This is an optimization exercise on Yosys and OpenROAD, whose aim is small area, not a production implementation.
The RTL was checked by simulation tests, not by an equivalence proof against the original design.
Power figures rest on the tool's default switching activity, not on a simulated workload.

===== flow/run.sh =====
#!/bin/bash
# synth_recipe.tcl (not shown) runs the flow's synth.tcl, then flattens the netlist and writes it again
# the make line also repeats each setting of config.mk as NAME=value (left out here)
make -C /OpenROAD-flow-scripts/flow DESIGN_CONFIG=/design/flow/config.mk WORK_HOME=/design/flow/orfs CLKGATE_MAP_FILE= SYNTH_SCRIPT=/design/flow/synth_recipe.tcl finish

===== flow/config.mk =====
export PLATFORM = sky130hd
export DESIGN_NAME = gtx_usrclk_monitor_top
export DESIGN_NICKNAME = gtx_usrclk_monitor_top
export VERILOG_FILES = /design/flow/design.v
export SDC_FILE = /design/flow/constraint.sdc
export NUM_CORES = 4
export LEC_CHECK = 0
export CAP_MARGIN = 20
export CORE_MARGIN = 2
export CORE_UTILIZATION = 40
export PLACE_DENSITY = 0.6
export SLEW_MARGIN = 20

===== flow/constraint.sdc =====
create_clock -name core_clock -period 5.0 [get_ports {clk}]
set_input_delay 1.0000 -clock core_clock [delete_from_list [all_inputs] [get_ports {clk}]]
set_output_delay 1.0000 -clock core_clock [all_outputs]
set_load 0.01 [all_outputs]

===== flow/design.v =====
module gtx_usrclk_monitor #(
  parameter int    CHNL_NUM = 8,
  parameter        BUFG_NUM = "single",
  parameter int    WIN_CYC  = 16000,
  parameter int    CNT_W    = 16,
  parameter int    EXP_CNT  = 1250,
  parameter int    TOL      = 8,
  parameter int    LOCK_WIN = 4
) (
  input  logic                            clk,
  input  logic                            rst,
  input  logic [CHNL_NUM-1:0]             tx_clk_tog,
  input  logic [CHNL_NUM-1:0]             rx_clk_tog,
  input  logic                            clr_loss,
  input  logic [$clog2(2*CHNL_NUM)-1:0]   cnt_sel,
  output logic [CHNL_NUM-1:0]             tx_clk_ok,
  output logic [CHNL_NUM-1:0]             rx_clk_ok,
  output logic [CHNL_NUM-1:0]             tx_loss,
  output logic [CHNL_NUM-1:0]             rx_loss,
  output logic [CNT_W-1:0]                cnt_rd,
  output logic                            win_done
);
  localparam int NMON  = 2 * CHNL_NUM;
  localparam int SEL_W = $clog2(NMON);
  localparam int WIN_W = $clog2(WIN_CYC);
  localparam int CW1   = CNT_W + 1;
  localparam bit SINGLE = (BUFG_NUM == "single");
  localparam logic [CW1-1:0]      LO  = (EXP_CNT > TOL) ? CW1'(EXP_CNT - TOL) : '0;
  localparam logic [CW1-1:0]      HI  = CW1'(EXP_CNT + TOL);
  localparam logic [CNT_W-1:0]    SAT = '1;
  localparam logic [CHNL_NUM-1:0] RX_MASK = SINGLE ? CHNL_NUM'(1) : {CHNL_NUM{1'b1}};
  typedef enum logic [1:0] {ST_DOWN = 2'd0, ST_VERIFY = 2'd1, ST_UP = 2'd2} st_e;
  function automatic logic [CNT_W-1:0] sat_inc(input logic [CNT_W-1:0] v, input logic inc);
    if (inc && (v != SAT)) sat_inc = v + 1'b1;
    else                   sat_inc = v;
  endfunction
  function automatic logic in_window(input logic [CNT_W-1:0] c);
    logic [CW1-1:0] cx;
    cx = {1'b0, c};
    in_window = (c != SAT) && (cx >= LO) && (cx <= HI);
  endfunction
  logic [WIN_W-1:0]    win_q;
  logic                done_q;
  logic                win_end;
  logic [CHNL_NUM-1:0] rx_used;
  logic [NMON-1:0]     tog;
  logic [CNT_W-1:0]    cnt_arr [NMON];
  logic [NMON-1:0]     ok_vec;
  logic [NMON-1:0]     loss_vec;
  assign win_end = (win_q == WIN_W'(WIN_CYC - 1));
  assign rx_used = rx_clk_tog & RX_MASK;
  assign tog     = {rx_used, tx_clk_tog};
  always_ff @(posedge clk or posedge rst) begin
    if (rst) begin
      win_q  <= '0;
      done_q <= 1'b0;
    end else begin
      win_q  <= win_end ? '0 : win_q + 1'b1;
      done_q <= win_end;
    end
  end
  for (genvar m = 0; m < NMON; m++) begin : g_mon
    logic [2:0]       sync_q;
    logic [CNT_W-1:0] edge_q;
    logic [CNT_W-1:0] edge_d;
    logic [CNT_W-1:0] cnt_q;
    logic [7:0]       good_q;
    st_e              st_q;
    logic             ok_q;
    logic             loss_q;
    logic             good;
    logic             set_loss;
    assign edge_d   = sat_inc(edge_q, sync_q[1] ^ sync_q[2]);
    assign good     = in_window(edge_d);
    assign set_loss = win_end && (st_q == ST_UP) && !good;
    always_ff @(posedge clk or posedge rst) begin
      if (rst) begin
        sync_q <= '0;
        edge_q <= '0;
        cnt_q  <= '0;
        good_q <= '0;
        st_q   <= ST_DOWN;
        ok_q   <= 1'b0;
        loss_q <= 1'b0;
      end else begin
        sync_q <= {sync_q[1:0], tog[m]};
        loss_q <= set_loss | (loss_q & ~clr_loss);
        if (win_end) begin
          edge_q <= '0;
          cnt_q  <= edge_d;
          case (st_q)
            ST_DOWN: begin
              if (good) begin
                if (LOCK_WIN == 1) begin
                  st_q <= ST_UP;
                  ok_q <= 1'b1;
                end else begin
                  st_q   <= ST_VERIFY;
                  good_q <= 8'd1;
                end
              end
            end
            ST_VERIFY: begin
              if (!good) begin
                st_q   <= ST_DOWN;
                good_q <= '0;
              end else if (good_q + 8'd1 == 8'(LOCK_WIN)) begin
                st_q   <= ST_UP;
                ok_q   <= 1'b1;
                good_q <= '0;
              end else begin
                good_q <= good_q + 8'd1;
              end
            end
            ST_UP: begin
              if (!good) begin
                st_q <= ST_DOWN;
                ok_q <= 1'b0;
              end
            end
            default: begin
              st_q   <= ST_DOWN;
              ok_q   <= 1'b0;
              good_q <= '0;
            end
          endcase
        end else begin
          edge_q <= edge_d;
        end
      end
    end
    assign cnt_arr[m]  = cnt_q;
    assign ok_vec[m]   = ok_q;
    assign loss_vec[m] = loss_q;
  end
  assign tx_clk_ok = ok_vec[CHNL_NUM-1:0];
  assign tx_loss   = loss_vec[CHNL_NUM-1:0];
  assign rx_clk_ok = SINGLE ? {CHNL_NUM{ok_vec[CHNL_NUM]}}   : ok_vec[NMON-1:CHNL_NUM];
  assign rx_loss   = SINGLE ? {CHNL_NUM{loss_vec[CHNL_NUM]}} : loss_vec[NMON-1:CHNL_NUM];
  assign win_done  = done_q;
  logic [SEL_W-1:0] rd_sel;
  logic [CNT_W-1:0] rd_d;
  logic [CNT_W-1:0] rd_q;
  always_comb begin
    rd_sel = cnt_sel;
    if (SINGLE && (int'(cnt_sel) >= CHNL_NUM) && (int'(cnt_sel) < NMON))
      rd_sel = SEL_W'(CHNL_NUM);
    rd_d = '0;
    for (int m = 0; m < NMON; m++)
      if (int'(rd_sel) == m) rd_d = cnt_arr[m];
  end
  always_ff @(posedge clk or posedge rst) begin
    if (rst) rd_q <= '0;
    else     rd_q <= rd_d;
  end
  assign cnt_rd = rd_q;
endmodule
module gtx_usrclk_monitor_top (
  input  logic        clk,
  input  logic        rst,
  input  logic [7:0]  tx_clk_tog,
  input  logic [7:0]  rx_clk_tog,
  input  logic        clr_loss,
  input  logic [3:0]  cnt_sel,
  output logic [7:0]  tx_clk_ok,
  output logic [7:0]  rx_clk_ok,
  output logic [7:0]  tx_loss,
  output logic [7:0]  rx_loss,
  output logic [15:0] cnt_rd,
  output logic        win_done
);
  gtx_usrclk_monitor #(
    .CHNL_NUM(8), .BUFG_NUM("multi"), .WIN_CYC(16000), .CNT_W(16),
    .EXP_CNT(1250), .TOL(8), .LOCK_WIN(4)
  ) u_mon (
    .clk(clk),
    .rst(rst),
    .tx_clk_tog(tx_clk_tog),
    .rx_clk_tog(rx_clk_tog),
    .clr_loss(clr_loss),
    .cnt_sel(cnt_sel),
    .tx_clk_ok(tx_clk_ok),
    .rx_clk_ok(rx_clk_ok),
    .tx_loss(tx_loss),
    .rx_loss(rx_loss),
    .cnt_rd(cnt_rd),
    .win_done(win_done)
  );
endmodule

==> results of run 1 <==
==> layer usage <==
metal | vias to the layer above | wire (um) | GRT usage, %
li1 | 16078 | - | -
met1 | 16183 | 50900 | 29.7
met2 | 763 | 49600 | 32.6
met3 | 167 | 6540 | 4.54
met4 | 2 | 3220 | 6.51
met5 | - | 9 | 0
==> Yosys cell counts, types with 38 or more instances <==
library cell / n / share of area [%]
sky130_fd_sc_hd__a21o_1: 49 / 0.90
sky130_fd_sc_hd__and3_1: 66 / 1.0
sky130_fd_sc_hd__or3_1: 65 / 0.99
sky130_fd_sc_hd__nand3_1: 196 / 2.4
sky130_fd_sc_hd__clkbuf_1: 189 / 1.7
sky130_fd_sc_hd__nor3_1: 155 / 1.9
sky130_fd_sc_hd__a21oi_1: 176 / 2.2
sky130_fd_sc_hd__nand4_1: 94 / 1.4
sky130_fd_sc_hd__and4_1: 39 / 0.83
sky130_fd_sc_hd__o2bb2ai_1: 53 / 1.1
sky130_fd_sc_hd__xor2_1: 115 / 2.5
sky130_fd_sc_hd__dfrtp_1: 783 / 48
sky130_fd_sc_hd__xnor2_1: 135 / 2.9
sky130_fd_sc_hd__nand2_1: 599 / 5.5
sky130_fd_sc_hd__nor2_1: 421 / 3.9
sky130_fd_sc_hd__a31oi_1: 38 / 0.58
sky130_fd_sc_hd__o21ai_0: 397 / 4.8
sky130_fd_sc_hd__ha_1: 38 / 1.2
sky130_fd_sc_hd__mux2i_1: 51 / 1.2
sky130_fd_sc_hd__nor4_1: 49 / 0.75
sky130_fd_sc_hd__inv_1: 84 / 0.77
==> worst max-delay path, cell delays in order, from the launching register on <==
cell                        delay, ns
sky130_fd_sc_hd__dfrtp_1         0.43
sky130_fd_sc_hd__ha_1            0.29
sky130_fd_sc_hd__nand2_1         0.13
sky130_fd_sc_hd__nor2_1          0.11
sky130_fd_sc_hd__a2111oi_0       0.82
sky130_fd_sc_hd__xor2_1          0.18
sky130_fd_sc_hd__and4_1          0.22
sky130_fd_sc_hd__o2111ai_1       0.75
sky130_fd_sc_hd__nor2_1          0.17
sky130_fd_sc_hd__and2_0          0.37
sky130_fd_sc_hd__a32o_1          0.33
==> metrics by stage <==
stage	power (W)	cells	instance area, um^2	TNS, ns
2_1_floorplan	0.00977	4473	41000	-5279.72
3_3_place_gp	0.0106	5719	42900	0
3_5_place_dp	0.0107	5719	42900	0
4_1_cts	0.0176	5883	45900	0
5_1_grt	0.0183	5883	45900	0
6_report	0.0174	5883	45900	0
==> report_power, final <==
part | internal (W) | switching, W | total [W]
combinational | 0.00119 | 0.00194 | 0.00314
sequential | 0.00679 | 0.000679 | 0.00747
clock | 0.00406 | 0.00274 | 0.00680
total | 0.0120 | 0.00536 | 0.0174
==> cell type report <==
| cell class | instances | area (um^2) |
|---|---|---|
| Tap cell | 1368 | 1710 |
| Clock inverter | 30 | 338 |
| Sequential cell | 783 | 19600 |
| Timing Repair Buffer | 118 | 1210 |
| Multi-Input combinational cell | 3364 | 20000 |
| Clock buffer | 134 | 2710 |
| Fill cell | 9718 | 55800 |
| Inverter | 86 | 334 |
==> flip-flops by register name (all words and copies together) (netlist names) <==
name	count
u_mon.g_mon.good_q	128
u_mon.g_mon.sync_q	48
u_mon.g_mon.st_q	32
u_mon.rd_q	16
u_mon.g_mon.loss_q	16
u_mon.win_q	14
u_mon.done_q	1
u_mon.g_mon.edge_q	256
u_mon.g_mon.cnt_q	256
u_mon.g_mon.ok_q	16
==> logic make-up after synthesis <==
kind of cell             after synthesis  synth area share [%]
buffers and inverters                326                  3.30
flip-flops                           783                  47.8
AND/OR/NAND/NOR                     1927                  22.9
AO/OA/AOI/OAI                       1054                  16.4
XOR/XNOR                             250                  5.34
multiplexers                          95                  3.06
adder cells (fa/ha/maj)               38                  1.16
==> worst paths after layout <==
kind,startpoint,to,slack [ns]
min in group asynchronous,rst,u_mon.g_mon[9].cnt_q[4],0.82
setup reg to reg,u_mon.g_mon[5].edge_q[0],u_mon.g_mon[5].good_q[1],1.07
setup / recovery,u_mon.g_mon[5].edge_q[0],u_mon.g_mon[5].good_q[1],1.07
hold / removal,u_mon.g_mon[7].sync_q[0],u_mon.g_mon[7].sync_q[1],0.34
max in group asynchronous,rst,u_mon.g_mon[14].cnt_q[4],2.91
hold reg to reg,u_mon.g_mon[7].sync_q[0],u_mon.g_mon[7].sync_q[1],0.34
==> impl_metrics.env, run 1 <==
export IMPL_run_status="timing/DRC/antenna clean"
export IMPL_synth_cell_types=95
export IMPL_die_h_um=324
export IMPL_wirelength_um=110000
export IMPL_power_static_leakage_nw=19.3
export IMPL_layout_area_overhead_vs_synth_pct=12.1
export IMPL_dpl_hpwl_um=78900
export IMPL_max_cap_viol_count=0
export IMPL_synth_top_flop_cell="sky130_fd_sc_hd__dfrtp_1"
export IMPL_start_util_pct=40.3
export IMPL_worst_pin_slew_ns=1.05
export IMPL_wl_per_cell_um=18.7
export IMPL_final_hold_viol_count=0
export IMPL_timing_critical_path_to_type="flop"
export IMPL_yosysWarningCount=2
export IMPL_finalHoldWorstSlack_ns=0.343
export IMPL_drt_initial_drc_count=2677
export IMPL_proportion_of_layout_cells_with_a_drive_suffix_above_1_pct=6.64
export IMPL_final_net_count=4503
export IMPL_worstPathRequired_ns=5.53
export IMPL_final_util_pct=45.1
export IMPL_power_ir_vdd_worst_mv=0.276
export IMPL_remaining_max_slew_budget_at_the_tightest_pin_pct=30.1
export IMPL_worst_setup_path_type="flop to flop"
export IMPL_numPortBuffers=71
export IMPL_drc=0
export IMPL_postSynthRegisterBits=783
export IMPL_core_um2=102000
export IMPL_drtAntennaViolNets=0
export IMPL_netlist_instances=4473
export IMPL_via_count=33193
export IMPL_grt_ovfl_total=0
export IMPL_antenna_violations_before_repair=3
export IMPL_period_utilisation_layout_pct=78.6
export IMPL_tritoncts="yes"
export IMPL_htreeDepth=3
export IMPL_grt_start_max_net_pins=167
export IMPL_die_w_um=324
export IMPL_setup_violations=0
export IMPL_post_cts_resized=0
export IMPL_design_portCount=72
export IMPL_synthArstFlopShare_pct=100
export IMPL_power_per_cell_area_nw_per_um2=379
export IMPL_mean_instance_size_in_the_synthesized_netlist_um2=9.16
export IMPL_syn_area_um2=41000
export IMPL_holdPathStages=0
export IMPL_rr_worst_depth=10
export IMPL_drt_pass1_iterations=8
export IMPL_synth_edf_count=0
export IMPL_ys_seq_area_share_pct=47.8
export IMPL_layout_cells_most_common_list="sky130_fd_sc_hd__dfrtp_1, sky130_fd_sc_hd__nand2_1, sky130_fd_sc_hd__nor2_1, sky130_fd_sc_hd__o21ai_0, sky130_fd_sc_hd__nand3_1"
export IMPL_grt_pass1_vias=31205
export IMPL_post_cts_hold_buffer_count=0
export IMPL_place_worst_setup_slack_ns=1.09
export IMPL_post_cts_setup_buffer_count=0
export IMPL_cts_buffers=89
export IMPL_ctsRootBufferMaster="sky130_fd_sc_hd__clkbuf_16"
export IMPL_final_period_minus_worst_setup_slack_ns=3.93
export IMPL_clk_insertion_delay_late_ns=0.66
export IMPL_cts_buffer_depth=3
export IMPL_final_critical_path_setup_slack_ns=1.07
export IMPL_cts_sinks=783
export IMPL_place_congestion=0.952
export IMPL_dr_vias_cell=5.64
export IMPL_fp_dieArea_um2=105000
export IMPL_final_max_slew_violation_count=0
export IMPL_fmax_ghz=0.255
export IMPL_layout_commonest_cell="sky130_fd_sc_hd__dfrtp_1"
export IMPL_hold_class="flop to flop"
export IMPL_gr_usage_all_layers_pct=21.1
export IMPL_crit_fanout=7
export IMPL_clock_skew_final_ns=0.0264
export IMPL_floorplan_rows=117
export IMPL_n_antenna_cell=0
export IMPL_worst_endpoint_arrival_ns=4.46
export IMPL_wire_length_of_the_first_global_routing_pass_um=177000
export IMPL_clk_transition_reported_paths_ns=0.06
export IMPL_worstSetupStartpointType="flop"
export IMPL_grt_setup_unrepaired="false"
==> run 2: changes to the inputs <==
==> flow/design.v (replaced) <==
module gtx_usrclk_monitor #(
  parameter int    CHNL_NUM = 8,
  parameter        BUFG_NUM = "multi",
  parameter int    WIN_CYC  = 16000,
  parameter int    CNT_W    = 16,
  parameter int    EXP_CNT  = 1250,
  parameter int    TOL      = 8,
  parameter int    LOCK_WIN = 4
) (
  input  logic                            clk,
  input  logic                            rst,
  input  logic [CHNL_NUM-1:0]             tx_clk_tog,
  input  logic [CHNL_NUM-1:0]             rx_clk_tog,
  input  logic                            clr_loss,
  input  logic [$clog2(2*CHNL_NUM)-1:0]   cnt_sel,
  output logic [CHNL_NUM-1:0]             tx_clk_ok,
  output logic [CHNL_NUM-1:0]             rx_clk_ok,
  output logic [CHNL_NUM-1:0]             tx_loss,
  output logic [CHNL_NUM-1:0]             rx_loss,
  output logic [CNT_W-1:0]                cnt_rd,
  output logic                            win_done
);
  localparam int NMON  = 2 * CHNL_NUM;
  localparam int WIN_W = $clog2(WIN_CYC);
  localparam int EW    = $clog2(WIN_CYC + 1);    
  localparam int LO    = EXP_CNT - TOL;
  localparam int HI    = EXP_CNT + TOL;
  logic [WIN_W-1:0]    win_q;
  logic                done_q;
  logic                win_end;
  logic                cnt_vld;
  logic [NMON-1:0]     tog;
  logic [EW-1:0]       cnt_arr [NMON];
  logic [NMON-1:0]     ok_vec;
  logic [NMON-1:0]     loss_vec;
  assign win_end = (win_q == WIN_W'(WIN_CYC - 1));
  assign tog     = {rx_clk_tog, tx_clk_tog};
  always_ff @(posedge clk or posedge rst) begin
    if (rst) begin
      win_q   <= '0;
      done_q  <= 1'b0;
      cnt_vld <= 1'b0;
    end else begin
      win_q   <= win_end ? '0 : win_q + 1'b1;
      done_q  <= win_end;
      if (win_end) cnt_vld <= 1'b1;
    end
  end
  for (genvar m = 0; m < NMON; m++) begin : g_mon
    logic [2:0]    sync_q;
    logic [EW-1:0] edge_q;
    logic [EW-1:0] edge_d;
    logic [EW-1:0] cnt_q;
    logic [2:0]    st_q;
    logic          loss_q;
    logic          good;
    assign edge_d = edge_q + EW'(sync_q[1] ^ sync_q[2]);
    assign good   = (edge_d >= EW'(LO)) && (edge_d <= EW'(HI));
    always_ff @(posedge clk or posedge rst) begin
      if (rst) begin
        sync_q <= '0;
        edge_q <= '0;
        st_q   <= '0;
        loss_q <= 1'b0;
      end else begin
        sync_q <= {sync_q[1:0], tog[m]};
        edge_q <= win_end ? '0 : edge_d;
        loss_q <= (win_end && st_q[2] && !good) | (loss_q & ~clr_loss);
        if (win_end) begin
          if (!good)        st_q <= 3'd0;
          else if (!st_q[2]) st_q <= st_q + 3'd1;
        end
      end
    end
    always_ff @(posedge clk) begin
      if (win_end) cnt_q <= edge_d;
    end
    assign cnt_arr[m]  = cnt_q;
    assign ok_vec[m]   = st_q[2];
    assign loss_vec[m] = loss_q;
  end
  assign tx_clk_ok = ok_vec[CHNL_NUM-1:0];
  assign tx_loss   = loss_vec[CHNL_NUM-1:0];
  assign rx_clk_ok = ok_vec[NMON-1:CHNL_NUM];
  assign rx_loss   = loss_vec[NMON-1:CHNL_NUM];
  assign win_done  = done_q;
  logic [EW-1:0] rd_q;
  always_ff @(posedge clk or posedge rst) begin
    if (rst)          rd_q <= '0;
    else if (cnt_vld) rd_q <= cnt_arr[cnt_sel];
    else              rd_q <= '0;
  end
  assign cnt_rd = CNT_W'(rd_q);
endmodule
module gtx_usrclk_monitor_top (
  input  logic        clk,
  input  logic        rst,
  input  logic [7:0]  tx_clk_tog,
  input  logic [7:0]  rx_clk_tog,
  input  logic        clr_loss,
  input  logic [3:0]  cnt_sel,
  output logic [7:0]  tx_clk_ok,
  output logic [7:0]  rx_clk_ok,
  output logic [7:0]  tx_loss,
  output logic [7:0]  rx_loss,
  output logic [15:0] cnt_rd,
  output logic        win_done
);
  gtx_usrclk_monitor #(
    .CHNL_NUM(8), .BUFG_NUM("multi"), .WIN_CYC(16000), .CNT_W(16),
    .EXP_CNT(1250), .TOL(8), .LOCK_WIN(4)
  ) u_mon (
    .clk(clk),
    .rst(rst),
    .tx_clk_tog(tx_clk_tog),
    .rx_clk_tog(rx_clk_tog),
    .clr_loss(clr_loss),
    .cnt_sel(cnt_sel),
    .tx_clk_ok(tx_clk_ok),
    .rx_clk_ok(rx_clk_ok),
    .tx_loss(tx_loss),
    .rx_loss(rx_loss),
    .cnt_rd(cnt_rd),
    .win_done(win_done)
  );
endmodule
==> impl_metrics.env, run 2 <==
export IMPL_final_period_minus_worst_setup_slack_ns=3.42
export IMPL_synth_top_cell_area_share_pct=33.9
export IMPL_gr_max_usage_layer="met2"
export IMPL_finalPower_w=0.0138
export IMPL_layout_area_overhead_vs_synth_pct=14.0
export IMPL_final_net_count=2486
export IMPL_main_area_contributors_after_synthesis="sky130_fd_sc_hd__dfrtp_1, sky130_fd_sc_hd__edfxtp_1, sky130_fd_sc_hd__and2_1"
export IMPL_timing_critical_path_to_type="flop"
export IMPL_multi_input_gate_area_in_the_final_layout_um2=10100
export IMPL_drt_pass1_iterations=6
export IMPL_wirelength_um=74600
export IMPL_run_status="timing/DRC/antenna clean"
export IMPL_antenna_violations_before_repair=2
export IMPL_worstPathRequired_ns=5.49
export IMPL_die_h_um=264
export IMPL_fill_cells=6076
export IMPL_layout_commonest_cell="sky130_fd_sc_hd__dfrtp_1"
export IMPL_groute_layer_met2_usage_pct=34.7
export IMPL_via_count=18534
export IMPL_syn_area_um2=27000
export IMPL_final_hold_viol_count=0
export IMPL_remaining_max_slew_budget_at_the_tightest_pin_pct=22.6
export IMPL_crit_fanout=6
export IMPL_synth_edf_count=224
export IMPL_power_ir_vdd_worst_mv=0.235
export IMPL_period_utilisation_layout_pct=68.4
export IMPL_synth_cell_types=80
export IMPL_fmax_ghz=0.293
export IMPL_cts_buffers=69
export IMPL_setup_violations=0
export IMPL_cts_buffer_depth=3
export IMPL_core_um2=67000
export IMPL_seq_area_um2=15900
export IMPL_ys_seq_area_share_pct=58.8
export IMPL_clk_transition_reported_paths_ns=0.05
export IMPL_drtAntennaViolNets=0
export IMPL_power_static_leakage_nw=12.7
export IMPL_power_per_cell_area_nw_per_um2=446
export IMPL_gr_usage_all_layers_pct=21.6
export IMPL_hold_class="flop to flop"
export IMPL_start_util_pct=40.3
export IMPL_worst_setup_path_type="flop to flop"
export IMPL_post_cts_resized=0
export IMPL_worstSetupStartpointType="flop"
export IMPL_final_critical_path_setup_slack_ns=1.58
export IMPL_layout_cells_most_common_list="sky130_fd_sc_hd__dfrtp_1, sky130_fd_sc_hd__edfxtp_1, sky130_fd_sc_hd__and2_1, sky130_fd_sc_hd__nor2_1"
export IMPL_global_route_usage_met1_pct=30.3
export IMPL_n_antenna_cell=0
export IMPL_synthArstFlopShare_pct=62.0
export IMPL_wl_per_cell_um=22.3
export IMPL_post_cts_hold_buffer_count=0
export IMPL_postSynthRegisterBits=590
export IMPL_clk_insertion_delay_late_ns=0.62
export IMPL_worst_endpoint_arrival_ns=3.91
export IMPL_finalNonFillerCells=3340
export IMPL_die_w_um=264
export IMPL_grt_start_max_net_pins=93
export IMPL_synth_top_cells_by_count="sky130_fd_sc_hd__dfrtp_1, sky130_fd_sc_hd__edfxtp_1, sky130_fd_sc_hd__and2_1, sky130_fd_sc_hd__nor2_1"
export IMPL_cts_sinks=590
export IMPL_wire_length_of_the_first_global_routing_pass_um=114000
export IMPL_netlist_instances=2364
export IMPL_worst_pin_slew_ns=1.16
export IMPL_ctsRootBufferMaster="sky130_fd_sc_hd__clkbuf_16"
export IMPL_grtUsageMet3_pct=3.57
export IMPL_clock_skew_final_ns=0.0216
export IMPL_post_cts_setup_buffer_count=0
export IMPL_proportion_of_layout_cells_with_a_drive_suffix_above_1_pct=6.89
export IMPL_design_portCount=72
export IMPL_yosysWarningCount=2
export IMPL_place_congestion=0.923
export IMPL_place_worst_setup_slack_ns=1.03
export IMPL_drc=0
export IMPL_synth_top_flop_cell="sky130_fd_sc_hd__dfrtp_1"
export IMPL_post_synth_top_count_cell="sky130_fd_sc_hd__dfrtp_1"
export IMPL_final_setup_tns_ns=0
export IMPL_synth_area_leader_cell="sky130_fd_sc_hd__dfrtp_1"
export IMPL_tritoncts="yes"
export IMPL_max_cap_viol_count=0
export IMPL_fp_dieArea_um2=69700
export IMPL_dr_vias_cell=5.55
export IMPL_grt_ovfl_total=0
export IMPL_final_max_slew_violation_count=0
export IMPL_numPortBuffers=69
export IMPL_reg_largest_list="u_mon.g_mon.cnt_q (224), u_mon.g_mon.edge_q (224)"
export IMPL_floorplan_rows=95
export IMPL_grt_setup_unrepaired="false"
export IMPL_dpl_hpwl_um=54000
export IMPL_grt_pass1_vias=18167
export IMPL_htreeDepth=3
export IMPL_placed_cells_incl_taps=3212
export IMPL_drt_initial_drc_count=1637
export IMPL_mean_instance_size_in_the_synthesized_netlist_um2=11.4
## run 2: report_power, final
part | internal, W | switching [W] | total (W)
sequential | 0.00562 | 0.000596 | 0.00622
clock | 0.00297 | 0.00206 | 0.00503
combinational | 0.00105 | 0.00146 | 0.00251
## run 2: logic make-up after synthesis
kind of cell | share of synthesized area [%]
mux | 1.21
simple gates | 17.1
flops | 58.8
compound gates | 9.52
buf+inv | 3.75
xor+xnor | 7.22
other cells | 0.0139
fa+ha+maj | 2.45
## run 2: worst paths after layout
kind                                           start                        end  slack [ns]  cells after the start
max                         u_mon.g_mon[9].sync_q[1]     u_mon.g_mon[9].st_q[0]        1.58                      9
min                        u_mon.g_mon[11].sync_q[0]  u_mon.g_mon[11].sync_q[1]        0.35                      0
max reg2reg                 u_mon.g_mon[9].sync_q[1]     u_mon.g_mon[9].st_q[0]        1.58                      9
min reg2reg                u_mon.g_mon[11].sync_q[0]  u_mon.g_mon[11].sync_q[1]        0.35                      0
max in group asynchronous                        rst              u_mon.rd_q[3]        3.06                      3
min in group asynchronous                        rst    u_mon.g_mon[11].st_q[1]        0.94                      2
## run 2: per-stage QoR
stage / hold WS (ns) / util (%) / instance area, um^2
after floorplan: 0.331 / - / 27000
after global placement: 0.334 / 42.6 / 28500
after detailed placement: 0.337 / 42.6 / 28500
after CTS: 0.349 / 46.0 / 30800
after global routing: 0.358 / 46.0 / 30800
final: 0.349 / 46.0 / 30800
## run 2: per-layer routing
layer  vias up  share of wire [%]
met2       502                 47
li1       8550                  -
met1      9382                 46
met5         -                  0
met3       100                4.6
met4         0                2.3
## run 2: cell type report
cell class,count,area share (%)
clock inverters,34,1.21
flip-flops and latches,590,51.5
well taps,873,3.54
multi-input cells,1542,32.9
clock buffers,94,6.17
repair buffers,100,3.28
inverters,107,1.34
## run 2: worst max-delay path, cell delays in order (launching register included)
cell and delay, ns:
sky130_fd_sc_hd__dfrtp_1 0.39, sky130_fd_sc_hd__xor2_1 0.19, sky130_fd_sc_hd__ha_1 0.27, sky130_fd_sc_hd__nand3_1 0.25
sky130_fd_sc_hd__nor3_1 0.29, sky130_fd_sc_hd__a31oi_1 0.08, sky130_fd_sc_hd__o311a_1 0.31, sky130_fd_sc_hd__o2111ai_1 0.93
sky130_fd_sc_hd__o21ai_0 0.25, sky130_fd_sc_hd__mux2_2 0.32
==> run 3: changes to the inputs <==
--- a/flow/design.v
+++ b/flow/design.v
@@ -24,59 +24,94 @@
   localparam int WIN_W = $clog2(WIN_CYC);
   localparam int EW    = $clog2(WIN_CYC + 1);    
   localparam int LO    = EXP_CNT - TOL;
-  localparam int HI    = EXP_CNT + TOL;
+  localparam int RNG   = 2 * TOL;                
+  localparam int RB    = $clog2(RNG + 1);        
+  localparam logic [WIN_W-1:0] WIN_START = WIN_W'((1 << WIN_W) - WIN_CYC);
+  localparam logic [EW-1:0]    CNT_START = EW'((1 << EW) - LO);
+  localparam logic [EW-1:0]    LO_V      = EW'(LO);
+  localparam int LST_W = $clog2(LOCK_WIN + 1);
+  function automatic logic [WIN_W:0] inc_win(input logic [WIN_W-1:0] a, input logic ci);
+    logic c;
+    c = ci;
+    for (int i = 0; i < WIN_W; i++) begin
+      inc_win[i] = a[i] ^ c;
+      c          = a[i] & c;
+    end
+    inc_win[WIN_W] = c;
+  endfunction
+  function automatic logic [EW-1:0] inc_cnt(input logic [EW-1:0] a, input logic ci);
+    logic c;
+    c = ci;
+    for (int i = 0; i < EW; i++) begin
+      inc_cnt[i] = a[i] ^ c;
+      c          = a[i] & c;
+    end
+  endfunction
+  function automatic logic [EW-1:0] add_lo(input logic [EW-1:0] a);
+    logic c;
+    c = 1'b0;
+    for (int i = 0; i < EW; i++) begin
+      add_lo[i] = a[i] ^ LO_V[i] ^ c;
+      c         = LO_V[i] ? (a[i] | c) : (a[i] & c);
+    end
+  endfunction
   logic [WIN_W-1:0]    win_q;
+  logic [WIN_W:0]      win_inc;
   logic                done_q;
   logic                win_end;
   logic                cnt_vld;
+  logic                cnt_clr;
   logic [NMON-1:0]     tog;
   logic [EW-1:0]       cnt_arr [NMON];
   logic [NMON-1:0]     ok_vec;
   logic [NMON-1:0]     loss_vec;
-  assign win_end = (win_q == WIN_W'(WIN_CYC - 1));
+  assign win_inc = inc_win(win_q, 1'b1);
+  assign win_end = win_inc[WIN_W];
+  assign cnt_clr = win_end | rst;
   assign tog     = {rx_clk_tog, tx_clk_tog};
   always_ff @(posedge clk or posedge rst) begin
     if (rst) begin
-      win_q   <= '0;
+      win_q   <= WIN_START;
       done_q  <= 1'b0;
       cnt_vld <= 1'b0;
     end else begin
-      win_q   <= win_end ? '0 : win_q + 1'b1;
+      win_q   <= win_inc[WIN_W-1:0] | (win_end ? WIN_START : '0);
       done_q  <= win_end;
       if (win_end) cnt_vld <= 1'b1;
     end
   end
   for (genvar m = 0; m < NMON; m++) begin : g_mon
-    logic [2:0]    sync_q;
-    logic [EW-1:0] edge_q;
-    logic [EW-1:0] edge_d;
-    logic [EW-1:0] cnt_q;
-    logic [2:0]    st_q;
-    logic          loss_q;
-    logic          good;
-    assign edge_d = edge_q + EW'(sync_q[1] ^ sync_q[2]);
-    assign good   = (edge_d >= EW'(LO)) && (edge_d <= EW'(HI));
+    logic [2:0]       sync_q;
+    logic [EW-1:0]    edge_q;
+    logic [EW-1:0]    edge_d;
+    logic [EW-1:0]    cnt_q;
+    logic [LST_W-1:0] st_q;
+    logic             up;
+    logic             loss_q;
+    logic             good;
+    assign edge_d = inc_cnt(edge_q, sync_q[1] ^ sync_q[2]);
+    assign good   = (edge_d[EW-1:RB] == '0) && (!edge_d[RB-1] || (edge_d[RB-2:0] == '0));
+    assign up     = st_q[LST_W-1];             
     always_ff @(posedge clk or posedge rst) begin
       if (rst) begin
         sync_q <= '0;
-        edge_q <= '0;
         st_q   <= '0;
         loss_q <= 1'b0;
       end else begin
         sync_q <= {sync_q[1:0], tog[m]};
-        edge_q <= win_end ? '0 : edge_d;
-        loss_q <= (win_end && st_q[2] && !good) | (loss_q & ~clr_loss);
+        loss_q <= (win_end && up && !good) | (loss_q & ~clr_loss);
         if (win_end) begin
-          if (!good)        st_q <= 3'd0;
-          else if (!st_q[2]) st_q <= st_q + 3'd1;
+          if (!good)   st_q <= '0;
+          else if (!up) st_q <= st_q + 1'b1;
         end
       end
     end
     always_ff @(posedge clk) begin
+      edge_q <= cnt_clr ? CNT_START : edge_d;
       if (win_end) cnt_q <= edge_d;
     end
     assign cnt_arr[m]  = cnt_q;
-    assign ok_vec[m]   = st_q[2];
+    assign ok_vec[m]   = up;
     assign loss_vec[m] = loss_q;
   end
   assign tx_clk_ok = ok_vec[CHNL_NUM-1:0];
@@ -87,7 +122,7 @@
   logic [EW-1:0] rd_q;
   always_ff @(posedge clk or posedge rst) begin
     if (rst)          rd_q <= '0;
-    else if (cnt_vld) rd_q <= cnt_arr[cnt_sel];
+    else if (cnt_vld) rd_q <= add_lo(cnt_arr[cnt_sel]);
     else              rd_q <= '0;
   end
   assign cnt_rd = CNT_W'(rd_q);
--- a/flow/config.mk
+++ b/flow/config.mk
@@ -8,5 +8,7 @@
 export CAP_MARGIN = 20
 export CORE_MARGIN = 2
 export CORE_UTILIZATION = 40
+export CTS_BUF_LIST = sky130_fd_sc_hd__clkbuf_8
+export CTS_CLUSTER_SIZE = 30
 export PLACE_DENSITY = 0.6
 export SLEW_MARGIN = 20
==> impl_metrics.env, run 3 <==
export IMPL_run_status="timing/DRC/antenna clean"
export IMPL_synth_top_cells_by_count="sky130_fd_sc_hd__ha_1, sky130_fd_sc_hd__dfxtp_1, sky130_fd_sc_hd__edfxtp_1, sky130_fd_sc_hd__dfrtp_1, sky130_fd_sc_hd__or3_1"
export IMPL_worstSetupStartpointType="flop"
export IMPL_placed_cells_incl_taps=2531
export IMPL_setup_violations=0
export IMPL_post_cts_hold_buffer_count=0
export IMPL_start_util_pct=40.3
export IMPL_pwr_share_seq_pct=52.2
export IMPL_internal_dissipation_w=0.00752
export IMPL_max_cap_viol_count=0
export IMPL_clkPwrFrac_pct=41.9
export IMPL_remaining_max_slew_budget_at_the_tightest_pin_pct=43.2
export IMPL_die_w_um=247
export IMPL_timing_rr_start="u_mon.g_mon[15].sync_q[2]"
export IMPL_synth_top_cell_area_share_pct=28.4
export IMPL_final_period_minus_worst_setup_slack_ns=4.64
export IMPL_layout_commonest_cell="sky130_fd_sc_hd__ha_1"
export IMPL_layout_area_overhead_vs_synth_pct=14.8
export IMPL_synthArstFlopShare_pct=24.1
export IMPL_seq_area_um2=14800
export IMPL_mean_instance_size_in_the_synthesized_netlist_um2=13.6
export IMPL_timing_rr_end="u_mon.g_mon[15].st_q[0]"
export IMPL_finalHoldWorstSlack_ns=0.344
export IMPL_fp_dieArea_um2=61200
export IMPL_dpl_hpwl_um=45100
export IMPL_r2r_slack_ns=0.36
export IMPL_synth_area_leader_cell="sky130_fd_sc_hd__edfxtp_1"
export IMPL_syn_area_um2=23700
export IMPL_post_cts_setup_buffer_count=0
export IMPL_core_um2=58800
export IMPL_layout_cells_most_common_list="sky130_fd_sc_hd__ha_1, sky130_fd_sc_hd__edfxtp_1, sky130_fd_sc_hd__dfxtp_1, sky130_fd_sc_hd__dfrtp_1"
export IMPL_cts_sinks=590
export IMPL_crit_path_frequent_cell="sky130_fd_sc_hd__ha_1"
export IMPL_crit_path_top_delay_cell="sky130_fd_sc_hd__nand4_1"
export IMPL_htreeDepth=3
export IMPL_worst_setup_path_type="flop to flop"
export IMPL_multi_input_gate_area_in_the_final_layout_um2=8080
export IMPL_die_h_um=247
export IMPL_combinationalPowerShare_pct=5.9
export IMPL_wirelength_um=61600
export IMPL_critical_path_cell_chain="xor2_1, ha_1, ha_1, ha_1, ha_1, ha_1, ha_1, ha_1, ha_1, ha_1, ha_1, ha_1, ha_1, ha_1, nor4_1, nand4_1, nor3b_1, mux2_2"
export IMPL_tritoncts="yes"
export IMPL_drt_pass1_iterations=5
export IMPL_drt_initial_drc_count=839
export IMPL_crit_fanout=4
export IMPL_endpoint="u_mon.g_mon[15].st_q[0]"
export IMPL_cts_buffer_depth=3
export IMPL_numPortBuffers=69
export IMPL_via_count=14265
export IMPL_fill_cells=5283
export IMPL_ctsRootBufferMaster="sky130_fd_sc_hd__clkbuf_8"
export IMPL_timing_critical_path_to_type="flop"
export IMPL_netlist_instances=1740
export IMPL_gr_usage_all_layers_pct=20.8
export IMPL_worstPathRequired_ns=5.63
export IMPL_final_setup_tns_ns=0
export IMPL_antenna_violations_before_repair=1
export IMPL_critPathMaxStageDelay_ns=0.42
export IMPL_power_switching_w=0.00231
export IMPL_worst_pin_slew_ns=0.851
export IMPL_wl_per_cell_um=22.7
export IMPL_worst_endpoint_arrival_ns=5.28
export IMPL_fmax_ghz=0.215
export IMPL_postSynthRegisterBits=590
export IMPL_period_utilisation_layout_pct=92.9
export IMPL_finalPower_w=0.00983
export IMPL_grt_setup_unrepaired="false"
export IMPL_grt_start_max_net_pins=113
export IMPL_p_sw_share_pct=23.5
export IMPL_clk_transition_reported_paths_ns=0.06
export IMPL_floorplan_rows=89
export IMPL_finalNonFillerCells=2717
export IMPL_clock_skew_final_ns=0.0408
export IMPL_clk_insertion_delay_late_ns=0.71
export IMPL_proportion_of_layout_cells_with_a_drive_suffix_above_1_pct=12.9
export IMPL_grt_ovfl_total=0
export IMPL_ys_seq_area_share_pct=62.3
export IMPL_holdCritStartpoint="u_mon.g_mon[4].sync_q[0]"
export IMPL_post_cts_resized=0
export IMPL_dr_vias_cell=5.25
export IMPL_synth_top_flop_cell="sky130_fd_sc_hd__edfxtp_1"
export IMPL_post_synth_top_count_cell="sky130_fd_sc_hd__ha_1"
export IMPL_n_antenna_cell=0
export IMPL_startpoint="u_mon.g_mon[15].sync_q[2]"
export IMPL_yosysWarningCount=2
export IMPL_reg_largest_list="u_mon.g_mon.cnt_q (224), u_mon.g_mon.edge_q (224)"
export IMPL_final_max_slew_violation_count=0
export IMPL_synth_edf_count=224
export IMPL_wire_length_of_the_first_global_routing_pass_um=93300
export IMPL_main_area_contributors_after_synthesis="sky130_fd_sc_hd__edfxtp_1, sky130_fd_sc_hd__dfxtp_1, sky130_fd_sc_hd__dfrtp_1"
export IMPL_design_portCount=72
export IMPL_hold_class="flop to flop"
export IMPL_synth_cell_types=70
export IMPL_power_ir_vdd_worst_mv=0.200
export IMPL_final_hold_viol_count=0
export IMPL_cts_buffers=98
export IMPL_drtAntennaViolNets=0
export IMPL_power_per_cell_area_nw_per_um2=361
export IMPL_drc=0
export IMPL_final_util_pct=46.3
export IMPL_place_congestion=0.930
export IMPL_grt_pass1_vias=14547
export IMPL_final_net_count=2129
export IMPL_rr_worst_depth=18
export IMPL_power_static_leakage_nw=11.1
==> run 3: worst max-delay path, delay by kind of cell (launching register included) <==
| family | cells | cell delay, ns |
|---|---|---|
| fa+ha+maj | 13 | 2.75 |
| simple gates | 3 | 1.07 |
| flops | 1 | 0.38 |
| mux | 1 | 0.21 |
| xor+xnor | 1 | 0.19 |
==> run 3: cell type report <==
| cell class | count | area share, % |
|---|---|---|
| sequential | 590 | 54.2 |
| multi-input combinational | 969 | 29.7 |
| tap | 773 | 3.55 |
| inverter | 65 | 0.915 |
| clock inverter | 73 | 1.44 |
| clock buffer | 113 | 5.71 |
| timing repair buffer | 134 | 4.47 |
==> run 3: kinds of logic after synthesis <==
| kind of cell | after synthesis | share of synthesized area, % |
|---|---|---|
| DFF | 590 | 62.3 |
| xor gates and xnor gates | 32 | 1.18 |
| muxes | 47 | 2.33 |
| buffers and inverters | 182 | 3.78 |
| other | 1 | 0.0158 |
| and+or+nand+nor | 404 | 10.1 |
| adders and majority gates | 248 | 13.1 |
| AOI/OAI and AO/OA | 236 | 7.21 |
==> run 3: power groups by stage <==
stage	Sequential, W	Combinational (W)	Clock (W)
after detailed placement	0.00523	0.000578	0
after CTS	0.00513	0.000585	0.00424
after global placement	0.00523	0.000576	0
final	0.00513	0.000580	0.00412
after global routing	0.00514	0.000649	0.00448
after floorplan	0.00522	0.000351	0
==> run 3: through the flow <==
stage / setup WS (ns) / cell area [um^2]
3_5_place_dp: 0.0524 / 25300
5_1_grt: 0.0870 / 27200
6_report: 0.357 / 27200
2_1_floorplan: 0.0320 / 23700
4_1_cts: 0.356 / 27200
3_3_place_gp: 0.186 / 25300
==> run 3: metal layers <==
layer | routed length [um] | up-vias | part of all wire, % | GRT usage, %
li1 | - | 6692 | - | -
met1 | 28600 | 7161 | 46 | 28.6
met2 | 28900 | 325 | 47 | 33.5
met3 | 2670 | 87 | 4.3 | 3.60
met4 | 1500 | 0 | 2.4 | 6.32
met5 | 0 | - | 0 | 0
==> run 3: how the worst min path moves through the flow <==
stage / end / cells past startpoint
2_1_floorplan: u_mon.g_mon[0].sync_q[1] / 0
3_3_place_gp: u_mon.g_mon[4].sync_q[1] / 0
3_5_place_dp: u_mon.g_mon[4].sync_q[1] / 0
4_1_cts: u_mon.g_mon[8].sync_q[1] / 0
5_1_grt: u_mon.g_mon[8].sync_q[1] / 0
6_report: u_mon.g_mon[4].sync_q[1] / 0
==> run 4: changes to the inputs <==
--- a/flow/config.mk
+++ b/flow/config.mk
@@ -8,7 +8,6 @@
 export CAP_MARGIN = 20
 export CORE_MARGIN = 2
 export CORE_UTILIZATION = 40
-export CTS_BUF_LIST = sky130_fd_sc_hd__clkbuf_8
-export CTS_CLUSTER_SIZE = 30
+export CTS_BUF_LIST = sky130_fd_sc_hd__clkbuf_4
 export PLACE_DENSITY = 0.6
 export SLEW_MARGIN = 20
==> impl_metrics.env, run 4 <==
export IMPL_synth_compound_area_share_pct=7.21
export IMPL_tritoncts="yes"
export IMPL_via_count=14643
export IMPL_mean_instance_size_in_the_synthesized_netlist_um2=13.6
export IMPL_synth_top_flop_cell="sky130_fd_sc_hd__edfxtp_1"
export IMPL_drt_pass1_iterations=5
export IMPL_grt_start_max_net_pins=113
export IMPL_holdCritStartpoint="u_mon.g_mon[3].sync_q[0]"
export IMPL_post_cts_hold_buffer_count=0
export IMPL_placed_area_um2=25300
export IMPL_post_synth_top_count_cell="sky130_fd_sc_hd__ha_1"
export IMPL_drt_initial_drc_count=815
export IMPL_worst_setup_path_type="flop to flop"
export IMPL_grt_setup_unrepaired="false"
export IMPL_timing_rr_start="u_mon.g_mon[15].sync_q[2]"
export IMPL_dpl_hpwl_um=45100
export IMPL_grt_ovfl_total=0
export IMPL_synthAdderAreaFrac_pct=13.1
export IMPL_stdcell_area_um2=27500
export IMPL_worst_pin_slew_ns=0.854
export IMPL_power_static_leakage_nw=11.3
export IMPL_proportion_of_layout_cells_with_a_drive_suffix_above_1_pct=19.3
export IMPL_start_util_pct=40.3
export IMPL_synthArstFlopShare_pct=24.1
export IMPL_antenna_violations_before_repair=3
export IMPL_crit_path_top_delay_cell="sky130_fd_sc_hd__nand4_1"
export IMPL_critical_path_cell_chain="xor2_1, ha_1, ha_1, ha_1, ha_1, ha_1, ha_1, ha_1, ha_1, ha_1, ha_1, ha_1, ha_1, ha_1, nor4_1, nand4_1, nor3b_1, mux2_2"
export IMPL_syn_area_um2=23700
export IMPL_ys_seq_area_share_pct=62.3
export IMPL_rr_worst_depth=18
export IMPL_drtAntennaViolNets=0
export IMPL_max_cap_viol_count=0
export IMPL_hold_class="flop to flop"
export IMPL_layout_area_overhead_vs_synth_pct=16.1
export IMPL_synth_top_cell_area_share_pct=28.4
export IMPL_final_hold_viol_count=0
export IMPL_timing_rr_end="u_mon.g_mon[15].st_q[0]"
export IMPL_cts_buffers=156
export IMPL_main_area_contributors_after_synthesis="sky130_fd_sc_hd__edfxtp_1, sky130_fd_sc_hd__dfxtp_1, sky130_fd_sc_hd__dfrtp_1"
export IMPL_timing_critical_path_to_type="flop"
export IMPL_layout_cells_most_common_list="sky130_fd_sc_hd__clkbuf_4, sky130_fd_sc_hd__ha_1, sky130_fd_sc_hd__edfxtp_1, sky130_fd_sc_hd__dfxtp_1, sky130_fd_sc_hd__dfrtp_1"
export IMPL_synth_mux_area_share_pct=2.33
export IMPL_finalHoldWorstSlack_ns=0.339
export IMPL_htreeDepth=4
export IMPL_holdPathStages=0
export IMPL_place_congestion=0.930
export IMPL_wire_length_of_the_first_global_routing_pass_um=94200
export IMPL_synth_top_cells_by_count="sky130_fd_sc_hd__ha_1, sky130_fd_sc_hd__dfxtp_1, sky130_fd_sc_hd__edfxtp_1, sky130_fd_sc_hd__dfrtp_1, sky130_fd_sc_hd__or3_1"
export IMPL_critPathMaxStageDelay_ns=0.41
export IMPL_core_um2=58800
export IMPL_fill_cells=5303
export IMPL_hold_end="u_mon.g_mon[3].sync_q[1]"
export IMPL_die_h_um=247
export IMPL_multi_input_gate_area_in_the_final_layout_um2=8080
export IMPL_timing_critical_path_max_delay_family="adder cells"
export IMPL_clock_skew_final_ns=0.0606
export IMPL_synth_top_family_by_area="adder cells"
export IMPL_fmax_ghz=0.215
export IMPL_layout_commonest_cell="sky130_fd_sc_hd__clkbuf_4"
export IMPL_synth_cell_types=70
export IMPL_wl_per_cell_um=22.0
export IMPL_numPortBuffers=69
export IMPL_reg_largest_list="u_mon.g_mon.cnt_q (224), u_mon.g_mon.edge_q (224)"
export IMPL_run_status="timing/DRC/antenna clean"
export IMPL_worstPathRequired_ns=5.87
export IMPL_clk_insertion_delay_late_ns=0.96
export IMPL_seq_area_um2=14800
export IMPL_synth_edf_count=224
export IMPL_post_cts_setup_buffer_count=0
export IMPL_cts_buffer_depth=3
export IMPL_post_cts_resized=0
export IMPL_final_period_minus_worst_setup_slack_ns=4.66
export IMPL_remaining_max_slew_budget_at_the_tightest_pin_pct=43.1
export IMPL_ctsRootBufferMaster="sky130_fd_sc_hd__clkbuf_4"
export IMPL_finalPower_w=0.0103
export IMPL_synthXorXnorAreaFrac_pct=1.18
export IMPL_final_net_count=2187
export IMPL_floorplan_rows=89
export IMPL_clk_transition_reported_paths_ns=0.06
export IMPL_die_w_um=247
export IMPL_critical_path_buf_inv_count=0
export IMPL_power_per_cell_area_nw_per_um2=375
export IMPL_postSynthRegisterBits=590
export IMPL_gr_usage_all_layers_pct=21.2
export IMPL_crit_path_frequent_cell="sky130_fd_sc_hd__ha_1"
export IMPL_crit_fanout=4
export IMPL_drc=0
export IMPL_final_max_slew_violation_count=0
export IMPL_synthSimpleGateAreaFrac_pct=10.1
export IMPL_fp_dieArea_um2=61200
export IMPL_design_portCount=72
export IMPL_setup_violations=0
export IMPL_power_ir_vdd_worst_mv=0.182
export IMPL_period_utilisation_layout_pct=93.1
export IMPL_grt_pass1_vias=14996
export IMPL_netlist_instances=1740
export IMPL_worstSetupStartpointType="flop"
export IMPL_cts_sinks=590
export IMPL_r2r_slack_ns=0.34
export IMPL_dr_vias_cell=5.18
export IMPL_synth_area_leader_cell="sky130_fd_sc_hd__edfxtp_1"
export IMPL_wirelength_um=62300
export IMPL_final_setup_tns_ns=0
export IMPL_worst_endpoint_arrival_ns=5.53
export IMPL_yosysWarningCount=2
export IMPL_startpoint="u_mon.g_mon[15].sync_q[2]"
## run 4: cell types whose count changed in the layout (fill, tap and decap cells not counted), sizes merged
cell    before  now
inv        123   68
clkinv      10   26
bufinv       2    6
clkbuf     113  255
diode        0    3
## run 4: area by class of cell
cell class / count / area share, %
antenna: 3 / 0.0273
clock buffer: 255 / 6.95
clock inverter: 38 / 1.23
inverter: 65 / 0.904
multi-input combinational: 969 / 29.3
sequential: 590 / 53.6
tap: 773 / 3.51
timing repair buffer: 134 / 4.42
## run 4: per-stage QoR
| stage | setup WS [ns] | util, % | std cells |
|---|---|---|---|
| 3_5_place_dp | 0.0524 | 43.0 | 2531 |
| 6_report | 0.343 | 46.8 | 2827 |
| 3_3_place_gp | 0.186 | 43.0 | 2531 |
| 5_1_grt | 0.0869 | 46.8 | 2827 |
| 2_1_floorplan | 0.0320 | - | 1741 |
| 4_1_cts | 0.319 | 46.8 | 2824 |
## run 4: worst max-delay path by stage
stage,to,slack [ns],depth (start not counted)
5_1_grt,u_mon.g_mon[15].st_q[0],0.09,18
6_report,u_mon.g_mon[15].st_q[0],0.34,18
2_1_floorplan,u_mon.cnt_vld,0.03,2
3_5_place_dp,u_mon.rd_q[12],0.05,23
3_3_place_gp,u_mon.rd_q[12],0.19,23
4_1_cts,u_mon.g_mon[15].st_q[0],0.32,18
## run 4: layer usage
metal / wire, um / vias up / track usage, %
met3: 3180 / 85 / 5.94
li1: - / 6905 / -
met5: 13 / - / 0
met4: 1810 / 2 / 8.65
met1: 28400 / 7263 / 28.0
met2: 28900 / 388 / 32.9
## run 4: cell families (layout without fill, tap and decap cells)
family / Yosys count / after routing
xor gates and xnor gates: 32 / 32
AOI/OAI and AO/OA: 236 / 236
and+or+nand+nor: 404 / 404
muxes: 47 / 47
other: 1 / 5
DFF: 590 / 590
buffers and inverters: 182 / 492
adders and majority gates: 248 / 248
## run 4: worst reg2reg max path: cells and delay by family, from the launching register on
kind,cells,cell delay [ns]
AND/OR/NAND/NOR,3,1.08
flip-flops,1,0.38
adder cells (fa/ha/maj),13,2.74
XOR/XNOR,1,0.19
multiplexers,1,0.21
## run 4: power by group
part	internal [W]	switching, W	leakage (nW)
Sequential	0.00510	0.0000292	5.71
Combinational	0.000229	0.000350	4.22
Clock	0.00263	0.00198	1.33
Total	0.00796	0.00236	11.3
==> run 5: changes to the inputs <==
==> flow/flow/run.sh (new file) <==
#!/bin/bash
# Layout flow: the standard ORFS flow (standard synthesis unchanged), with
# two changes to how the layout is built:
#  * clock tree synthesis without dummy loads (-dont_use_dummy_load),
#  * the port buffers that ORFS inserts on every input and output use the
#    smallest buffer, sky130_fd_sc_hd__buf_1.
# Each tool's output goes to a log file in the work folder.
set -euo pipefail
CTS="-sink_clustering_enable -repair_clock_nets -dont_use_dummy_load"
if [[ -f flow/cts_args.txt ]]; then CTS="$(cat flow/cts_args.txt)"; fi
bash standard.sh "CTS_ARGS=$CTS" "BUFFER_PORTS_ARGS=-buffer_cell sky130_fd_sc_hd__buf_1" finish > standard_flow.log 2>&1
==> flow/flow/cts_args.txt (new file) <==
-sink_clustering_enable -repair_clock_nets -dont_use_dummy_load -buf_list sky130_fd_sc_hd__clkbuf_8 -sink_clustering_size 20 -sink_clustering_max_diameter 100
==> flow/standard.sh (new file) <==
#!/bin/bash
# synth_recipe.tcl (not shown) runs the flow's synth.tcl, then flattens the netlist and writes it again
# the make line also repeats each setting of config.mk as NAME=value (left out here)
make -C /OpenROAD-flow-scripts/flow DESIGN_CONFIG=/design/flow/config.mk WORK_HOME=/design/flow/orfs CLKGATE_MAP_FILE= SYNTH_SCRIPT=/design/flow/synth_recipe.tcl "${@:-finish}"
--- a/flow/config.mk
+++ b/flow/config.mk
@@ -8,6 +8,5 @@
 export CAP_MARGIN = 20
 export CORE_MARGIN = 2
 export CORE_UTILIZATION = 40
-export CTS_BUF_LIST = sky130_fd_sc_hd__clkbuf_4
 export PLACE_DENSITY = 0.6
 export SLEW_MARGIN = 20
removed: flow/run.sh
==> impl_metrics.env, run 5 <==
export IMPL_run_status="timing/DRC/antenna clean"
export IMPL_ys_seq_area_share_pct=62.3
export IMPL_wire_length_of_the_first_global_routing_pass_um=90000
export IMPL_max_cap_viol_count=0
export IMPL_remaining_max_slew_budget_at_the_tightest_pin_pct=48.2
export IMPL_placed_cells_incl_taps=2530
export IMPL_grt_ovfl_total=0
export IMPL_synth_top_flop_cell="sky130_fd_sc_hd__edfxtp_1"
export IMPL_finalNonFillerCells=2566
export IMPL_netlist_instances=1740
export IMPL_via_count=13648
export IMPL_antenna_violations_before_repair=1
export IMPL_final_max_slew_violation_count=0
export IMPL_tritoncts="yes"
export IMPL_wirelength_um=59700
export IMPL_grt_setup_unrepaired="false"
export IMPL_gr_usage_all_layers_pct=20.1
export IMPL_drc=0
export IMPL_post_synth_top_count_cell="sky130_fd_sc_hd__ha_1"
export IMPL_layout_area_overhead_vs_synth_pct=7.16
export IMPL_drt_initial_drc_count=859
export IMPL_power_per_cell_area_nw_per_um2=305
export IMPL_crit_fanout=4
export IMPL_drtAntennaViolNets=0
export IMPL_cts_buffer_depth=3
export IMPL_hold_class="flop to flop"
export IMPL_reg_largest_list="u_mon.g_mon.cnt_q (224), u_mon.g_mon.edge_q (224)"
export IMPL_postSynthRegisterBits=590
export IMPL_ctsRootBufferMaster="sky130_fd_sc_hd__clkbuf_8"
export IMPL_combinationalPowerShare_pct=7.4
export IMPL_p_sw_share_pct=22.8
export IMPL_post_cts_setup_buffer_count=0
export IMPL_power_switching_w=0.00176
export IMPL_worst_pin_slew_ns=0.777
export IMPL_timing_critical_path_to_type="flop"
export IMPL_worst_setup_path_type="flop to flop"
export IMPL_worstPathRequired_ns=5.54
export IMPL_syn_area_um2=23700
export IMPL_clk_insertion_delay_late_ns=0.65
export IMPL_synth_cell_types=70
export IMPL_power_ir_vdd_worst_mv=0.211
export IMPL_core_um2=58800
export IMPL_post_cts_hold_buffer_count=0
export IMPL_power_static_leakage_nw=10.0
export IMPL_mean_instance_size_in_the_synthesized_netlist_um2=13.6
export IMPL_main_area_contributors_after_synthesis="sky130_fd_sc_hd__edfxtp_1, sky130_fd_sc_hd__dfxtp_1, sky130_fd_sc_hd__dfrtp_1"
export IMPL_internal_dissipation_w=0.00598
export IMPL_clock_skew_final_ns=0.101
export IMPL_htreeDepth=2
export IMPL_fp_dieArea_um2=61200
export IMPL_die_h_um=247
export IMPL_wl_per_cell_um=23.2
export IMPL_design_portCount=72
export IMPL_place_worst_setup_slack_ns=0.176
export IMPL_synth_top_cells_by_count="sky130_fd_sc_hd__ha_1, sky130_fd_sc_hd__dfxtp_1, sky130_fd_sc_hd__edfxtp_1, sky130_fd_sc_hd__dfrtp_1, sky130_fd_sc_hd__or3_1"
export IMPL_start_util_pct=40.3
export IMPL_grtUsageMet3_pct=3.44
export IMPL_clkPwrFrac_pct=26.4
export IMPL_worstSetupStartpointType="flop"
export IMPL_groute_layer_met2_usage_pct=32.6
export IMPL_final_setup_tns_ns=0
export IMPL_final_period_minus_worst_setup_slack_ns=4.62
export IMPL_dpl_hpwl_um=44500
export IMPL_grt_pass1_vias=13950
export IMPL_post_cts_resized=0
export IMPL_dr_vias_cell=5.32
export IMPL_n_antenna_cell=0
export IMPL_final_critical_path_setup_slack_ns=0.384
export IMPL_cts_buffers=36
export IMPL_synth_edf_count=224
export IMPL_final_hold_viol_count=0
export IMPL_stdcell_area_um2=25400
export IMPL_gr_max_usage_layer="met2"
export IMPL_pwr_share_seq_pct=66.2
export IMPL_grt_start_max_net_pins=125
export IMPL_floorplan_rows=89
export IMPL_die_w_um=247
export IMPL_synth_top_cell_area_share_pct=28.4
export IMPL_setup_violations=0
export IMPL_synthArstFlopShare_pct=24.1
export IMPL_layout_commonest_cell="sky130_fd_sc_hd__ha_1"
export IMPL_layout_cells_most_common_list="sky130_fd_sc_hd__ha_1, sky130_fd_sc_hd__edfxtp_1, sky130_fd_sc_hd__dfxtp_1, sky130_fd_sc_hd__dfrtp_1, sky130_fd_sc_hd__or3_1"
export IMPL_drt_pass1_iterations=5
export IMPL_fmax_ghz=0.217
export IMPL_clk_transition_reported_paths_ns=0.12
export IMPL_synth_area_leader_cell="sky130_fd_sc_hd__edfxtp_1"
export IMPL_numPortBuffers=69
export IMPL_yosysWarningCount=2
export IMPL_cts_sinks=590
export IMPL_placed_area_um2=24900
export IMPL_worst_endpoint_arrival_ns=5.16
export IMPL_global_route_usage_met1_pct=27.3
export IMPL_finalPower_w=0.00774
export IMPL_place_congestion=0.907
export IMPL_period_utilisation_layout_pct=92.3
export IMPL_proportion_of_layout_cells_with_a_drive_suffix_above_1_pct=8.64
export IMPL_final_net_count=2066
## run 5: worst paths after layout
path                                     startpoint                        to  slack, ns  depth (start not counted)
max                        u_mon.g_mon[3].sync_q[1]    u_mon.g_mon[3].st_q[0]       0.38                         18
max in group asynchronous                       rst            u_mon.win_q[7]       3.40                          4
min reg2reg                u_mon.g_mon[8].sync_q[0]  u_mon.g_mon[8].sync_q[1]       0.30                          0
max reg2reg                u_mon.g_mon[3].sync_q[1]    u_mon.g_mon[3].st_q[0]       0.38                         18
min                        u_mon.g_mon[8].sync_q[0]  u_mon.g_mon[8].sync_q[1]       0.30                          0
min in group asynchronous                       rst  u_mon.g_mon[7].sync_q[2]       0.76                          3
## run 5: area by class of cell
class	count	area (um^2)
Fill cell	5422	33400
Sequential cell	590	14800
Multi-Input combinational cell	969	8080
Tap cell	773	967
Timing Repair Buffer	133	858
Clock buffer	36	495
Inverter	65	249
## run 5: worst max-delay path, stage by stage, from the launching register on
cell	delay [ns]
sky130_fd_sc_hd__dfrtp_1	0.41
sky130_fd_sc_hd__xor2_1	0.15
sky130_fd_sc_hd__ha_1	0.20
sky130_fd_sc_hd__ha_1	0.20
sky130_fd_sc_hd__ha_1	0.20
sky130_fd_sc_hd__ha_1	0.19
sky130_fd_sc_hd__ha_1	0.20
sky130_fd_sc_hd__ha_1	0.20
sky130_fd_sc_hd__ha_1	0.20
sky130_fd_sc_hd__ha_1	0.22
sky130_fd_sc_hd__ha_1	0.21
sky130_fd_sc_hd__ha_1	0.20
sky130_fd_sc_hd__ha_1	0.20
sky130_fd_sc_hd__ha_1	0.20
sky130_fd_sc_hd__ha_1	0.31
sky130_fd_sc_hd__nor4_1	0.22
sky130_fd_sc_hd__nand4_1	0.42
sky130_fd_sc_hd__o21ai_0	0.42
sky130_fd_sc_hd__mux2_2	0.21
## run 5: metrics by stage
step	hold slack [ns]	utilization (%)
2_1_floorplan	0.331	-
3_3_place_gp	0.332	42.4
3_5_place_dp	0.335	42.4
4_1_cts	0.316	43.2
5_1_grt	0.337	43.2
6_report	0.305	43.2
## run 5: power by group through the flow
stage | Sequential (W) | Combinational [W] | Clock (W)
final | 0.00513 | 0.000573 | 0.00204
after global routing | 0.00514 | 0.000640 | 0.00230
after CTS | 0.00513 | 0.000578 | 0.00214
after detailed placement | 0.00523 | 0.000572 | 0
after global placement | 0.00523 | 0.000566 | 0
after floorplan | 0.00522 | 0.000351 | 0
## run 5: routing by layer
layer / vias up / routed length (um)
li1: 6466 / -
met1: 6818 / 27100
met2: 281 / 27800
met3: 83 / 2850
met4: 0 / 1880
met5: - / 0
## run 5: kinds of logic after synthesis
logic type               share of synthesized area [%]
adder cells (fa/ha/maj)                           13.1
AND/OR/NAND/NOR                                   10.1
buffers and inverters                             3.78
XOR/XNOR                                          1.18
flip-flops                                        62.3
AO/OA/AOI/OAI                                     7.21
other                                           0.0158
multiplexers                                      2.33

==> afterwards: timing with drivers on the ports <==
Ports are ideal in the flow. The routed layouts listed here were re-timed in OpenROAD.
Step 1 sets driving cells, clkbuf_16 on the clock port and buf_2 on the other inputs (assumed; they add their load-dependent delay and slew).
Step 2, shift: input delay + t, output delay - t, t = (earliest + latest rising clock arrival at the registers) / 2. This alone moves slack from input paths to output paths.
Three values: no drivers, after step 1, after step 2; two values: the first two.
run | t, ns | slack for setup (ns) | slew at the worst register clock pin (ns) | worst slew at a driven data input, ns | pins driven straight from the clock port
run 1 | 0.718 | 1.071 / 1.071 / 1.071 | 0.06 / 0.06 | 0.10 | 1
run 2 | 0.673 | 1.581 / 1.581 / 1.004 | 0.06 / 0.06 | 0.05 | 1
run 3 | 0.741 | 0.357 / 0.357 / 0.032 | 0.07 / 0.07 | 0.06 | 1
run 4 | 0.988 | 0.343 / 0.343 / 0.021 | 0.08 / 0.08 | 0.07 | 1
run 5 | 0.653 | 0.384 / 0.384 / 0.174 | 0.12 / 0.12 | 0.07 | 1
After both steps every run listed still meets setup and hold. The setup slack of run 2, which loses most, moves by 0.000 ns with the drivers and by -0.577 ns with both steps.
